From an optimization exercise on the open Yosys and OpenROAD flow, aimed at small area, a short achievable clock period and few clock cycles per item; shortcuts taken in it are not production practice.
Function was not checked in any run shown here: the RTL went through the layout flow alone.
Power figures rest on the tool's default switching activity, not on a simulated workload.

--- flow/config.mk ---
export PLATFORM = sky130hd
export DESIGN_NAME = tinker_exec_unit
export DESIGN_NICKNAME = tinker_exec_unit
export VERILOG_FILES = /design/flow/design.v
export SDC_FILE = /design/flow/constraint.sdc
export NUM_CORES = 4
export LEC_CHECK = 0
export CAP_MARGIN = 20
export CORE_MARGIN = 2
export CORE_UTILIZATION = 40
export SLEW_MARGIN = 20
--- flow/constraint.sdc ---
create_clock -name core_clock -period 7.0 [get_ports {clk}]
set_input_delay 1.4000 -clock core_clock [delete_from_list [all_inputs] [get_ports {clk}]]
set_output_delay 1.4000 -clock core_clock [all_outputs]
set_load 0.01 [all_outputs]
--- flow/design.v ---
module tinker_exec_unit #(
    parameter int W     = 64,
    parameter int LIT_W = 12,
    parameter int TAG_W = 5
) (
    input  logic             clk,
    input  logic             rst_n,
    input  logic             in_valid,
    output logic             in_ready,
    input  logic [4:0]       in_opcode,
    input  logic [W-1:0]     in_a,
    input  logic [W-1:0]     in_b,
    input  logic [LIT_W-1:0] in_lit,
    input  logic [TAG_W-1:0] in_tag,
    output logic             out_valid,
    input  logic             out_ready,
    output logic [W-1:0]     out_result,
    output logic [TAG_W-1:0] out_tag,
    output logic             out_err
);
    localparam logic [4:0] OP_ADD   = 5'b11000;
    localparam logic [4:0] OP_SUB   = 5'b11010;
    localparam logic [4:0] OP_MUL   = 5'b11100;
    localparam logic [4:0] OP_DIV   = 5'b11101;
    localparam logic [4:0] OP_AND   = 5'b00000;
    localparam logic [4:0] OP_OR    = 5'b00001;
    localparam logic [4:0] OP_XOR   = 5'b00010;
    localparam logic [4:0] OP_NOT   = 5'b00011;
    localparam logic [4:0] OP_SHR   = 5'b00100;
    localparam logic [4:0] OP_SHL   = 5'b00110;
    localparam logic [4:0] OP_MOV   = 5'b10001;
    localparam logic [4:0] OP_MOVL  = 5'b10010;
    logic             s1_v;       
    logic             own_q;      
    logic             c_add, c_sub, c_log, c_shr, c_shl, c_mul, c_div;
    logic             dprep_q;    
    logic             dz_q;       
    logic [3:0]       lut_q;      
    logic             err1_q;
    logic [TAG_W-1:0] tag1_q;
    logic [W-1:0]     a_q, b_q;
    logic [5:0]       rot_q;      
    logic [6:0]       len_q;      
    logic [6:0]       cnt_q;      
    logic [W-1:0]     res_q;
    logic [TAG_W-1:0] otag_q;
    logic             oerr_q;
    logic             ovalid_q;
    logic is_add, is_sub, is_mul, is_div, is_shr, is_shl, is_movl, is_log;
    logic [3:0] lut_d;
    logic       ill_d;
    always_comb begin
        is_add = 1'b0; is_sub = 1'b0; is_mul = 1'b0; is_div = 1'b0;
        is_shr = 1'b0; is_shl = 1'b0; is_movl = 1'b0; is_log = 1'b0;
        lut_d  = 4'b0000; ill_d = 1'b0;
        case (in_opcode)
            OP_ADD:  is_add = 1'b1;
            OP_SUB:  is_sub = 1'b1;
            OP_MUL:  is_mul = 1'b1;
            OP_DIV:  is_div = 1'b1;
            OP_SHR:  is_shr = 1'b1;
            OP_SHL:  is_shl = 1'b1;
            OP_AND:  begin is_log = 1'b1; lut_d = 4'b1000; end
            OP_OR:   begin is_log = 1'b1; lut_d = 4'b1110; end
            OP_XOR:  begin is_log = 1'b1; lut_d = 4'b0110; end
            OP_NOT:  begin is_log = 1'b1; lut_d = 4'b0011; end
            OP_MOV:  begin is_log = 1'b1; lut_d = 4'b1100; end
            OP_MOVL: begin is_log = 1'b1; lut_d = 4'b1100; is_movl = 1'b1; end
            default: begin is_log = 1'b1; lut_d = 4'b0000; ill_d = 1'b1; end
        endcase
    end
    function automatic logic [6:0] clz64(input logic [W-1:0] x);
        logic [6:0] n;
        n = 7'd64;
        for (int i = 0; i < W; i++)
            if (x[i]) n = W - 1 - i;
        clz64 = n;
    endfunction
    logic [6:0] clz_a, clz_b;
    assign clz_a = clz64(in_a);
    assign clz_b = clz64(in_b);
    logic [7:0] dn_raw;
    logic [6:0] dn;
    logic       b_zero;
    assign b_zero = (in_b == '0);
    assign dn_raw = {1'b0, clz_b} - {1'b0, clz_a} + 8'd1;
    assign dn     = (dn_raw[7] || dn_raw == 8'd0) ? 7'd0 : dn_raw[6:0];
    logic [7:0] nza, nzb;
    logic       swap;
    always_comb begin
        for (int j = 0; j < 8; j++) begin
            nza[j] = |in_a[8*j +: 8];
            nzb[j] = |in_b[8*j +: 8];
        end
        swap = 1'b0;
        for (int j = 0; j < 8; j++)
            if (nzb[j] && !(|(nza >> j))) swap = 1'b1;
    end
    logic       sh_big;
    assign sh_big = |in_b[W-1:6];
    logic [5:0] rot_d;
    logic [6:0] len_d;
    always_comb begin
        rot_d = 6'd0;
        len_d = 7'd0;
        if (is_shr) begin
            rot_d = in_b[5:0];
            len_d = sh_big ? 7'd0 : 7'd64 - {1'b0, in_b[5:0]};
        end else if (is_shl) begin
            rot_d = 6'd0 - in_b[5:0];
            len_d = sh_big ? 7'd64 : {1'b0, in_b[5:0]};
        end else begin
            rot_d = dn[5:0];
            len_d = 7'd64 - dn;
        end
    end
    logic [W-1:0] rot;
    logic [W-1:0] mask;    
    logic [W-1:0] rot_t;
    always_comb begin
        rot_t = a_q;
        for (int s = 0; s < 6; s++)
            if (rot_q[s]) rot_t = {rot_t, rot_t} >> (1 << s);
        rot = rot_t;
        for (int i = 0; i < W; i++)
            mask[i] = (i < len_q);
    end
    logic [W-1:0] logic_res;
    always_comb
        for (int i = 0; i < W; i++)
            logic_res[i] = lut_q[{a_q[i], b_q[i]}];
    logic [W-1:0] mul_acc, pp0, pp1, csa_s, csa_c;
    logic [W-1:0] add_x, add_y;
    logic         add_ci;
    logic [W:0]   add_sum;
    assign mul_acc = own_q ? res_q : '0;
    assign pp0     = b_q[0] ? a_q : '0;
    assign pp1     = b_q[1] ? {a_q[W-2:0], 1'b0} : '0;
    assign csa_s   = mul_acc ^ pp0 ^ pp1;
    assign csa_c   = (mul_acc & pp0) | (mul_acc & pp1) | (pp0 & pp1);
    always_comb begin
        if (c_mul) begin
            add_x  = csa_s;
            add_y  = {csa_c[W-2:0], 1'b0};
            add_ci = 1'b0;
        end else if (c_div) begin
            add_x  = {a_q[W-2:0], res_q[W-1]};
            add_y  = ~b_q;
            add_ci = 1'b1;
        end else begin
            add_x  = a_q;
            add_y  = c_sub ? ~b_q : b_q;
            add_ci = c_sub;
        end
    end
    assign add_sum = {1'b0, add_x} + {1'b0, add_y} + {{W{1'b0}}, add_ci};
    logic div_ge;
    assign div_ge = a_q[W-1] | add_sum[W];
    logic r_free, step, last, step_last, accept;
    logic mul_last;
    assign mul_last = ~|b_q[W-1:2];
    assign r_free   = ~ovalid_q | out_ready;
    assign step     = s1_v & (own_q | r_free);
    always_comb begin
        if (c_mul)      last = mul_last;
        else if (c_div) last = dprep_q ? (dz_q | (cnt_q == 7'd0)) : (cnt_q == 7'd1);
        else            last = 1'b1;
    end
    assign step_last = step & last;
    assign in_ready  = ~s1_v | step_last;
    assign accept    = in_valid & in_ready;
    always_ff @(posedge clk or negedge rst_n) begin
        if (!rst_n) begin
            s1_v     <= 1'b0;
            own_q    <= 1'b0;
            ovalid_q <= 1'b0;
        end else begin
            if (accept)         s1_v <= 1'b1;
            else if (step_last) s1_v <= 1'b0;
            if (step)           own_q <= ~last;
            if (step_last)      ovalid_q <= 1'b1;
            else if (out_ready) ovalid_q <= 1'b0;
        end
    end
    always_ff @(posedge clk) begin
        if (accept) begin
            c_add   <= is_add;
            c_sub   <= is_sub;
            c_log   <= is_log;
            c_shr   <= is_shr;
            c_shl   <= is_shl;
            c_mul   <= is_mul;
            c_div   <= is_div;
            dprep_q <= 1'b1;
            dz_q    <= b_zero;
            lut_q   <= lut_d;
            err1_q  <= ill_d | (is_div & b_zero);
            tag1_q  <= in_tag;
            rot_q   <= rot_d;
            len_q   <= len_d;
            cnt_q   <= dn;
            if (is_movl)
                a_q <= {{(W-LIT_W){1'b0}}, in_lit};
            else if (is_mul & swap)
                a_q <= in_b;
            else
                a_q <= in_a;
            b_q <= (is_mul & swap) ? in_a : in_b;
        end else if (step) begin
            if (c_mul) begin
                a_q <= {a_q[W-3:0], 2'b00};
                b_q <= {2'b00, b_q[W-1:2]};
            end else if (c_div) begin
                dprep_q <= 1'b0;
                if (dprep_q) begin
                    a_q <= rot & mask;
                end else begin
                    cnt_q <= cnt_q - 7'd1;
                    a_q   <= div_ge ? add_sum[W-1:0] : {a_q[W-2:0], res_q[W-1]};
                end
            end
        end
    end
    always_ff @(posedge clk) begin
        if (step) begin
            if (c_mul)
                res_q <= add_sum[W-1:0];
            else if (c_div) begin
                if (dprep_q) res_q <= dz_q ? '1 : (rot & ~mask);
                else         res_q <= {res_q[W-2:0], div_ge};
            end else if (c_add | c_sub)
                res_q <= add_sum[W-1:0];
            else if (c_shr)
                res_q <= rot & mask;
            else if (c_shl)
                res_q <= rot & ~mask;
            else
                res_q <= logic_res;
        end
        if (step_last) begin
            otag_q <= tag1_q;
            oerr_q <= err1_q;
        end
    end
    assign out_valid  = ovalid_q;
    assign out_result = res_q;
    assign out_tag    = otag_q;
    assign out_err    = oerr_q;
endmodule
--- flow/run.sh ---
#!/bin/bash
# synth_recipe.tcl (not shown) runs the flow's synth.tcl, then flattens the netlist and writes it again
# the make line also repeats each setting of config.mk as NAME=value (left out here)
make -C /OpenROAD-flow-scripts/flow DESIGN_CONFIG=/design/flow/config.mk WORK_HOME=/design/flow/orfs CLKGATE_MAP_FILE= SYNTH_SCRIPT=/design/flow/synth_recipe.tcl finish
==> results of run 1 <==
[state kept, by name (all words and copies together), names as in the netlist, 4 cells and up]
register	cells
cnt_q	7
tag1_q	5
b_q	64
len_q	7
rot_q	6
res_q	64
lut_q	4
a_q	64
otag_q	5
[through the flow]
stage               TNS [ps]  hold slack, ps
finish                     0           419.2
global route          -42.89           425.9
CTS                        0           419.6
detailed placement     -3245           405.6
global placement       -1764           402.3
floorplan                  0           400.3
[layer usage]
| layer | up-vias | global-route usage (%) | part of all wire [%] |
|---|---|---|---|
| li1 | 14190 | - | - |
| met2 | 2064 | 52.50 | 45 |
| met3 | 329 | 8.903 | 12 |
| met1 | 16050 | 43.35 | 39 |
| met5 | - | 0 | 0.0075 |
| met4 | 2 | 13.13 | 4.8 |
[logic make-up (layout without fill, tap and decap cells)]
group,after synthesis,in the layout,share of synthesized area [%]
AND/OR/NAND/NOR,1119,1119,16.23
adder cells (fa/ha/maj),152,152,7.242
XOR/XNOR,136,136,3.610
buffers and inverters,441,525,5.384
AO/OA/AOI/OAI,1027,1027,19.49
flip-flops,239,239,21.67
other,0,1,0
multiplexers,624,624,26.36
[layout by cell type (no fill, tap or decap), types with 93 or more instances in the layout]
master / n
clkdlybuf4s50_1: 222
a21oi_1: 253
nand2_1: 349
buf_4: 161
mux2i_1: 343
o21ai_0: 355
mux2_2: 93
and2_1: 196
edfxtp_1: 235
mux4_2: 186
nor2_1: 254
[repair_timing]
item	in CTS	in global routing
buffers inserted	0	2
resized for setup	0	16
endpoints found under the setup margin	0	10
[path summary, 6_finish.rpt]
path                            depth (start not counted)       from   endpoint  slack (ps)
worst min register to register                          0  tag1_q[4]  otag_q[4]         420
max in group asynchronous                               1      rst_n      own_q        5860
worst max register to register                         18     b_q[0]    a_q[55]         970
worst max-delay path                                   31    in_b[0]   len_q[6]         330
worst min-delay path                                    0  tag1_q[4]  otag_q[4]         420
min in group asynchronous                               1      rst_n   ovalid_q         980
[final cells by class]
type                       count  area share (%)
clock inverter                22          0.4733
tap                         1070           3.566
clock buffer                  33           2.087
sequential                   239           19.06
multi-input combinational   3058           64.47
timing repair buffer         392           9.559
inverter                      78          0.7799
antenna                        1        0.006666
[worst register-to-register path, delay by kind of cell, from the launching register on]
family / cells / cell delay [ps]
flops: 1 / 1020
buf+inv: 3 / 830
fa+ha+maj: 2 / 900
compound gates: 7 / 1560
simple gates: 6 / 1600
[power breakdown]
group | internal [W] | switching, W | leakage [nW]
sequential | 0.00250 | 0.00146 | 2.40
clock | 0.000879 | 0.000712 | 0.463
combinational | 0.00524 | 0.00688 | 11.2
==> metrics.yaml, run 1 <==
period_minus_slack_ps: 6673
die_y_um: 291.2
cellPowerDensity_mw_per_mm2: 470.7
fillers: 7918
dieArea_mm2: 0.08481
multiInputGateArea_mm2: 0.02420
total_power_w: 0.01767
end_kind: "register"
wirelength_um: 146500
syn-cell-area_mm2: 0.03300
yosysSeqAreaShare_pct: 21.67
grt_pass1_wl_um: 211600
required_ps: 7360
p_leak_nw: 14.06
drt-pass1-iter-count: 6
hold_viol_final: 0
cts_buffer_depth: 3
tightest_slew_ps: 1127
cts_tree: "yes"
yosysMostFrequentCell: "nand2_1"
critical_path_class: "in -> reg"
synth_top_area_cell: "edfxtp_1"
ant_nets: 0
placed_area_mm2: 0.03651
drt-wirelength-per-cell_um: 29.95
slew_headroom_pct: 24.85
min-delay-path-class: "reg -> reg"
synth_warnings: 1
fmax_ghz: 0.1499
rsz0062_at_grt: "yes"
grt_antenna_before_repair: 2
core_mm2: 0.08185
clkSlewWorstSetupHoldPaths_ps: 60
ys_ff_latch: 239
insertion_delay_ps: 610
pin_count: 226
skew_ps: 16.67
rows: 105
floorplan.initialDensity_pct: 40.32
ys_types: 93
drive_gt1_share_pct: 14.42
ff_latch_area_mm2: 0.007154
status: "complete, no violations"
synth-edff-count: 235
fin_cells: 4893
netlist_top_cells_count: "nand2_1 (356), o21ai_0 (355), mux2i_1 (343), clkbuf_1 (295), nor2_1 (256)"
synthCells: 3738
synthArstFlopShare_pct: 1.255
clock_sinks: 239
synth_top_area_share_pct: 21.39
gr-total-overflow: 0
dpl.cell_count: 4835
hold_buffers: 0
fin_area_mm2: 0.03754
vdd_drop_max_v: 0.0002655
nets: 4105
place_ws_ps: -535.4
synth_nets: 4044
worstSetupStartpointType: "input pin"
cp_num_buf_inv: 6
vias: 32630
path_max_fanout: 2
crit_arrival_ps: 7030
slew_violations: 0
drv_cap: 0
setup_viol: 0
h-tree-depth: 1
cts-root-buf: "clkbuf_16"
vias_per_cell: 6.669
post-route-period-util_pct: 95.33
portBuffers: 225
synth_area_leaders: "edfxtp_1 (21%), mux4_2 (13%), mux2i_1 (10%), o21ai_0 (5.4%), nand2_1 (4.0%)"
place_congestion: 1.000
cp_top_family: "compound AO/OA/AOI/OAI gates"
drt_iter0_drc: 4129
yosys_most_used_dff: "edfxtp_1"
drc: 0
cpMaxStageDelayCell: "fa_2"
track_usage_pct: 33.28
slowest_delay_ps: 530
die_width_um: 291.2
numCtsBuffers: 30
hpwlAfterDp_um: 110300
syn_avg_cell_area_um2: 8.828
first_global_vias: 30460
grt_max_degree: 112
final_core_util_pct: 45.86
setup_slack_ps: 327.1
areaGrowthSynthToFinish_pct: 13.76
==> run 2: changes to the inputs <==
--- a/flow/config.mk
+++ b/flow/config.mk
@@ -8,4 +8,5 @@
 export CAP_MARGIN = 20
 export CORE_MARGIN = 2
 export CORE_UTILIZATION = 40
+export SETUP_SLACK_MARGIN = 3
 export SLEW_MARGIN = 20
==> run 2 against run 1 <==
Still clean. Non-clock buffer count up 277. Die area is the same. Utilization increased by 6.8 points. Synthesized cell count unchanged. First-iteration DRC count increased by 17%. Cell area increased by 15%. Sequential cell count stayed put. Clock skew rose by 9.1 ps. Critical endpoint unchanged. Largest cell class unchanged. Highest routed layer unchanged.
==> metrics.yaml, run 2 <==
vias_per_cell: 6.785  # was 6.669
hpwlAfterDp_um: 110300  # about the same
yosys_most_used_dff: "edfxtp_1"  # unchanged
synth_top_area_share_pct: 21.39  # unchanged
synth-edff-count: 235  # unchanged
hold_buffers: 0  # unchanged
synthCells: 3738  # unchanged
drive_gt1_share_pct: 28.50  # was 14.42%
layout_common_cells: "nand2_1 (337), mux2i_1 (314), buf_4 (296), o21ai_0 (261), nor2_1 (243)"  # was o21ai_0 (355), nand2_1 (349), mux2i_1 (343), nor2_1 (254), a21oi_1 (253)
placed_area_mm2: 0.03662  # was 0.03651 mm^2
drt-wirelength-per-cell_um: 31.39  # was 29.95 um
internal_power_w: 0.01110  # was 0.008621 W
p_sw_w: 0.01073  # was 0.009046 W
h-tree-depth: 1  # unchanged
p_leak_nw: 16.59  # was 14.06 nW
synth_nets: 4044  # unchanged
grt_antenna_before_repair: 6  # was 2
die_width_um: 291.2  # unchanged
die_y_um: 291.2  # unchanged
insertion_delay_ps: 600  # was 610 ps
portBuffers: 225  # unchanged
wirelength_um: 162400  # was 146500 um
combPwrFrac_pct: 74.7  # was 68.6%
skew_ps: 25.76  # was 16.67 ps
grt_max_degree: 151  # was 112
pin_count: 226  # unchanged
core_mm2: 0.08185  # unchanged
min-delay-path-class: "reg -> reg"  # unchanged
vias: 35110  # was 32630
synthArstFlopShare_pct: 1.255  # unchanged
end_kind: "register"  # unchanged
critical_path_class: "in -> reg"  # unchanged
areaGrowthSynthToFinish_pct: 30.68  # was 13.76%
setup_slack_ps: 530.1  # was 327.1 ps
post-route-period-util_pct: 92.43  # was 95.33%
cts_tree: "yes"  # unchanged
drt_iter0_drc: 4817  # was 4129
slew_headroom_pct: 9.109  # was 24.85%
grt_pass1_wl_um: 230200  # was 211600 um
place_congestion: 1.039  # was 1.000
dieArea_mm2: 0.08481  # unchanged
rows: 105  # unchanged
cts_buffer_depth: 3  # unchanged
yosysSeqAreaShare_pct: 21.67  # unchanged
required_ps: 7340  # was 7360 ps
first_global_vias: 33070  # was 30460
slowest_delay_ps: 520  # was 530 ps
final_common_cell: "nand2_1"  # was o21ai_0
fmax_ghz: 0.1546  # was 0.1499 GHz
slew_violations: 0  # unchanged
path_max_fanout: 2  # unchanged
numCtsBuffers: 29  # was 30
period_minus_slack_ps: 6470  # was 6673 ps
tightest_slew_ps: 1362  # was 1127 ps
setup_viol: 0  # unchanged
cts-root-buf: "clkbuf_16"  # unchanged
status: "complete, no violations"  # unchanged
track_usage_pct: 36.45  # was 33.28%
netlist_top_cells_count: "nand2_1 (356), o21ai_0 (355), mux2i_1 (343), clkbuf_1 (295), nor2_1 (256)"  # unchanged
drc: 0  # unchanged
cpMaxStageDelayCell: "fa_2"  # unchanged
yosysMostFrequentCell: "nand2_1"  # unchanged
synth_warnings: 1  # unchanged
ys_types: 93  # unchanged
drv_cap: 0  # unchanged
nets: 4387  # was 4105
cellPowerDensity_mw_per_mm2: 506.4  # was 470.7 mW/mm^2
crit_arrival_ps: 6810  # was 7030 ps
ant_nets: 0  # unchanged
synth_top_area_cell: "edfxtp_1"  # unchanged
gr-total-overflow: 0  # unchanged
clock_sinks: 239  # unchanged
place_ws_ps: -378.5  # was -535.4 ps
worstSetupStartpointType: "input pin"  # unchanged
rsz0062_at_grt: "yes"  # unchanged
power_frac_seq_pct: 17.8  # was 22.4%
synth_area_leaders: "edfxtp_1 (21%), mux4_2 (13%), mux2i_1 (10%), o21ai_0 (5.4%), nand2_1 (4.0%)"  # unchanged
syn_avg_cell_area_um2: 8.828  # unchanged
clock_power_share_pct: 7.5  # was 9.0%
reg.largest.list: "a_q: 64 flops, b_q: 64 flops, res_q: 64 flops"  # unchanged
syn-cell-area_mm2: 0.03300  # unchanged
ys_ff_latch: 239  # unchanged
hold_viol_final: 0  # unchanged
floorplan.initialDensity_pct: 40.32  # unchanged
clkSlewWorstSetupHoldPaths_ps: 60  # about the same
drt-pass1-iter-count: 9  # was 6
fin_area_mm2: 0.04312  # was 0.03754 mm^2
vdd_drop_max_v: 0.0002160  # was 0.0002655 V
swShare_pct: 49.14  # was 51.20%
==> run 2: cell counts after synthesis <==
Identical to the previous run, type by type.
==> run 2: cells by family after synthesis <==
group | share of synthesized area (%)
simple gates | 16.23
compound gates | 19.49
mux | 26.36
buf+inv | 5.384
flops | 21.67
fa+ha+maj | 7.242
xor+xnor | 3.610
==> run 2: layout make-up <==
class / instances / area (um^2)
Multi-Input combinational cell: 3064 / 26540
Tap cell: 1070 / 1339
Antenna cell: 2 / 5.005
Clock inverter: 20 / 231.5
Timing Repair Buffer: 669 / 6799
Clock buffer: 32 / 737.0
Fill cell: 7335 / 38720
Inverter: 78 / 314.1
Sequential cell: 239 / 7157
==> run 2: routing by layer <==
layer / vias up / share of wire, % / GRT usage (%)
met4: 10 / 7.6 / 21.21
met5: - / 0.060 / 0
li1: 14760 / - / -
met3: 601 / 13 / 12.11
met2: 2506 / 44 / 55.94
met1: 17230 / 36 / 44.67
==> run 2: critical path: cells and delay by family <==
family	cells	cell delay [ps]
AOI/OAI and AO/OA	11	1770
xor gates and xnor gates	1	200
adders and majority gates	6	1350
buffers and inverters	9	900
and+or+nand+nor	7	1180
==> run 2: metrics by stage <==
stage	hold slack (ps)	total power, W	std cells	setup TNS (ps)	utilization [%]
2_1_floorplan	400.3	0.01185	3738	0	-
3_5_place_dp	404.5	0.01571	4814	-1467	44.74
4_1_cts	419.0	0.01998	5093	0	50.56
3_3_place_gp	401.8	0.01562	4814	-1369	44.74
5_1_grt	430.8	0.02275	5173	0	52.68
6_report	417.4	0.02184	5174	0	52.69
==> run 2: power by group through the flow <==
| stage | Combinational [W] | Sequential [W] | Clock, W |
|---|---|---|---|
| 2_1_floorplan | 0.00894 | 0.00292 | 0 |
| 5_1_grt | 0.0172 | 0.00390 | 0.00168 |
| 3_5_place_dp | 0.0118 | 0.00392 | 0 |
| 3_3_place_gp | 0.0117 | 0.00391 | 0 |
| 4_1_cts | 0.0146 | 0.00378 | 0.00163 |
| 6_report | 0.0163 | 0.00388 | 0.00165 |
==> run 2: timing repair <==
item                                    in CTS  in global routing
resized for setup                          377                247
endpoints found under the setup margin     375                336
gates cloned                                22                  1
pin swaps                                  179                159
buffers inserted                           205                 78
==> run 2: path summary, 6_finish.rpt <==
path	start	end	slack, ps	depth (start not counted)
setup reg to reg	own_q	a_q[20]	2090	22
min in group asynchronous	rst_n	ovalid_q	990	1
max in group asynchronous	rst_n	own_q	5830	1
setup / recovery	in_b[1]	len_q[6]	530	34
hold / removal	tag1_q[4]	otag_q[4]	420	0
hold reg to reg	tag1_q[4]	otag_q[4]	420	0
==> run 3: changes to the inputs <==
--- a/flow/config.mk
+++ b/flow/config.mk
@@ -8,5 +8,5 @@
 export CAP_MARGIN = 20
 export CORE_MARGIN = 2
 export CORE_UTILIZATION = 40
-export SETUP_SLACK_MARGIN = 3
+export SETUP_SLACK_MARGIN = 4
 export SLEW_MARGIN = 20
==> run 3 against run 2 <==
Clock skew is 13 ps higher. Critical endpoint unchanged. Critical path type unchanged. Power grew 2.8%. Combinational power grew 4%. Critical path depth stayed put. Still clean on timing, DRC and antenna. Fmax about the same. Largest cell class unchanged. Register-to-register slack got worse by 250 ps. Area after synthesis unchanged. Clock power is essentially flat.
==> metrics.yaml, run 3 <==
drt-wirelength-per-cell_um: 32.50  # was 31.39 um
drt-pass1-iter-count: 9  # unchanged
cts_buffer_depth: 3  # unchanged
p_leak_nw: 17.05  # was 16.59 nW
cts-root-buf: "clkbuf_16"  # unchanged
clock_sinks: 239  # unchanged
required_ps: 7360  # was 7340 ps
clkSlewWorstSetupHoldPaths_ps: 60  # about the same
fin_area_mm2: 0.04410  # was 0.04312 mm^2
crit_arrival_ps: 6830  # was 6810 ps
setup_viol: 0  # unchanged
ant_nets: 0  # unchanged
syn_avg_cell_area_um2: 8.828  # unchanged
gr-total-overflow: 0  # unchanged
slew_violations: 0  # unchanged
place_congestion: 1.031  # was 1.039
skew_ps: 38.30  # was 25.76 ps
min-delay-path-class: "reg -> reg"  # unchanged
floorplan.initialDensity_pct: 40.32  # unchanged
areaGrowthSynthToFinish_pct: 33.65  # was 30.68%
cts_tree: "yes"  # unchanged
fillers: 7277  # was 7335
yosys_most_used_dff: "edfxtp_1"  # unchanged
path_max_fanout: 2  # unchanged
h-tree-depth: 1  # unchanged
dieArea_mm2: 0.08481  # unchanged
hold_buffers: 0  # unchanged
core_mm2: 0.08185  # unchanged
synthCells: 3738  # unchanged
insertion_delay_ps: 630  # was 600 ps
drive_gt1_share_pct: 30.16  # was 28.50%
syn-cell-area_mm2: 0.03300  # unchanged
layout_common_cells: "nand2_1 (335), buf_4 (334), mux2i_1 (306), nor2_1 (242), edfxtp_1 (235)"  # was nand2_1 (337), mux2i_1 (314), buf_4 (296), o21ai_0 (261), nor2_1 (243)
synth_top_area_cell: "edfxtp_1"  # unchanged
yosysMostFrequentCell: "nand2_1"  # unchanged
numCtsBuffers: 30  # was 29
ys_types: 93  # unchanged
drv_cap: 0  # unchanged
vdd_drop_max_v: 0.0002846  # was 0.0002160 V
synth_nets: 4044  # unchanged
synth_warnings: 1  # unchanged
hpwlAfterDp_um: 111900  # was 110300 um
tightest_slew_ps: 1125  # was 1362 ps
drt_iter0_drc: 5406  # was 4817
ff2ff_setup_slack_ps: 1840  # was 2090 ps
wirelength_um: 170200  # was 162400 um
synth_top_area_share_pct: 21.39  # unchanged
end_kind: "register"  # unchanged
final_core_util_pct: 53.88  # was 52.69%
cellPowerDensity_mw_per_mm2: 509.0  # was 506.4 mW/mm^2
nets: 4446  # was 4387
grt_antenna_before_repair: 15  # was 6
critical_path_class: "in -> reg"  # unchanged
synthArstFlopShare_pct: 1.255  # unchanged
reg.largest.list: "a_q: 64 flops, b_q: 64 flops, res_q: 64 flops"  # unchanged
first_global_vias: 33030  # was 33070
ys_ff_latch: 239  # unchanged
slew_headroom_pct: 24.99  # was 9.109%
grt_max_degree: 120  # was 151
yosysSeqAreaShare_pct: 21.67  # unchanged
hold_viol_final: 0  # unchanged
die_width_um: 291.2  # unchanged
period_minus_slack_ps: 6469  # was 6470 ps
grt_pass1_wl_um: 234800  # was 230200 um
portBuffers: 225  # unchanged
post-route-period-util_pct: 92.41  # was 92.43%
synth-edff-count: 235  # unchanged
rows: 105  # unchanged
final_common_cell: "nand2_1"  # unchanged
slowest_delay_ps: 520  # about the same
status: "complete, no violations"  # unchanged
dpl.cell_count: 4826  # was 4814
netlist_top_cells_count: "nand2_1 (356), o21ai_0 (355), mux2i_1 (343), clkbuf_1 (295), nor2_1 (256)"  # unchanged
worstSetupStartpointType: "input pin"  # unchanged
track_usage_pct: 37.47  # was 36.45%
drc: 0  # unchanged
vias_per_cell: 6.857  # was 6.785
vias: 35910  # was 35110
die_y_um: 291.2  # unchanged
fin_cells: 5237  # was 5174
place_ws_ps: -494.5  # was -378.5 ps
cpMaxStageDelayCell: "fa_2"  # unchanged
synth_area_leaders: "edfxtp_1 (21%), mux4_2 (13%), mux2i_1 (10%), o21ai_0 (5.4%), nand2_1 (4.0%)"  # unchanged
rsz0062_at_grt: "yes"  # unchanged
pin_count: 226  # unchanged
setup_slack_ps: 531.2  # was 530.1 ps
placed_area_mm2: 0.03696  # was 0.03662 mm^2
fmax_ghz: 0.1546  # about the same
==> run 3: changes by cell type in the layout (fill, tap and decap cells not counted), sizes merged, moves of 2 or more <==
cell,before,now
a31o,2,4
clkdlybuf4s50,198,147
nand2,357,365
dlymetal6s2s,19,4
dlygate4sd2,5,70
clkbuf,33,46
clkinv,15,13
buf,440,479
clkinvlp,2,6
==> run 3: per-stage QoR <==
| step | total power (W) | TNS [ps] | hold slack, ps |
|---|---|---|---|
| 6_report | 0.02245 | 0 | 420.7 |
| 5_1_grt | 0.02318 | 0 | 425.5 |
| 4_1_cts | 0.02003 | 0 | 421.6 |
| 3_5_place_dp | 0.01600 | -2754 | 408.0 |
| 3_3_place_gp | 0.01588 | -1762 | 402.6 |
| 2_1_floorplan | 0.01209 | 0 | 400.3 |
==> run 3: kinds of logic after synthesis <==
kind of cell	synth area share, %
compound gates	19.49
xor+xnor	3.610
fa+ha+maj	7.242
buf+inv	5.384
flops	21.67
mux	26.36
simple gates	16.23
==> run 3: final cells by class <==
| class | instances | area (um^2) | share of cell area, % |
|---|---|---|---|
| clock inverter | 21 | 220.2 | 0.4993 |
| timing repair buffer | 718 | 7273 | 16.49 |
| sequential | 239 | 7157 | 16.23 |
| tap | 1070 | 1339 | 3.036 |
| multi-input combinational | 3073 | 26990 | 61.21 |
| antenna | 3 | 7.507 | 0.01702 |
| inverter | 78 | 320.3 | 0.7263 |
| clock buffer | 35 | 790.8 | 1.793 |
==> run 3: worst max-delay path, delay by kind of cell <==
family / cells / cell delay, ps
AOI/OAI and AO/OA: 11 / 1750
xor gates and xnor gates: 1 / 190
adders and majority gates: 6 / 1370
buffers and inverters: 9 / 900
and+or+nand+nor: 7 / 1200
==> run 3: worst paths after layout <==
| kind | from | endpoint | cells after the start |
|---|---|---|---|
| worst min register to register | tag1_q[4] | otag_q[4] | 0 |
| worst max-delay path | in_b[1] | len_q[6] | 34 |
| worst max register to register | own_q | res_q[42] | 26 |
| worst min-delay path | tag1_q[4] | otag_q[4] | 0 |
| max in group asynchronous | rst_n | own_q | 1 |
| min in group asynchronous | rst_n | ovalid_q | 1 |
==> run 3: what timing repair did <==
item / 4_1_cts / 5_1_grt
endpoints found under the setup margin: 448 / 312
cloned: 26 / 14
resized for setup: 410 / 270
setup buffers: 212 / 99
pin swaps: 139 / 150
==> run 3: per-layer routing <==
layer / track usage, % / up-vias / share of wire, %
met4: 22.28 / 18 / 8.3
met5: 0.05672 / - / 0.075
met1: 45.11 / 17490 / 35
met2: 56.50 / 2778 / 43
li1: - / 14890 / -
met3: 14.74 / 741 / 14
==> run 3: report_power, final <==
part	switching [W]	internal, W
sequential	0.00123	0.00249
combinational	0.00935	0.00769
clock	0.000727	0.000953

## afterwards: timing with drivers on the ports
How much do the figures lean on ideal ports? The routed layouts below were timed once more, with nothing changed but the port constraints.
Step 1 assumes that a clkbuf_16 drives the clock port and a buf_2 every other input.
Step 2, shift: input delay + t, output delay - t, t = (earliest + latest rising clock arrival at the registers) / 2. This alone moves slack from input paths to output paths.
Slacks: no drivers / after step 1 / after step 2; pairs: no drivers / after step 1.
| run | shift t [ns] | slack for setup (ns) | worst hold slack (ns) |
|---|---|---|---|
| run 1 | 0.661 | 0.327 / 0.371 / -0.290 | 0.419 / 0.419 / 0.419 |
| run 2 | 0.651 | 0.530 / 0.562 / -0.089 | 0.417 / 0.417 / 0.417 |
| run 3 | 0.685 | 0.531 / 0.571 / -0.114 | 0.421 / 0.421 / 0.421 |
With both steps, setup timing fails in every run listed, where it was met with ideal ports. The setup slack of run 3, which loses most, moves by +0.040 ns with the drivers and by -0.645 ns with both steps.
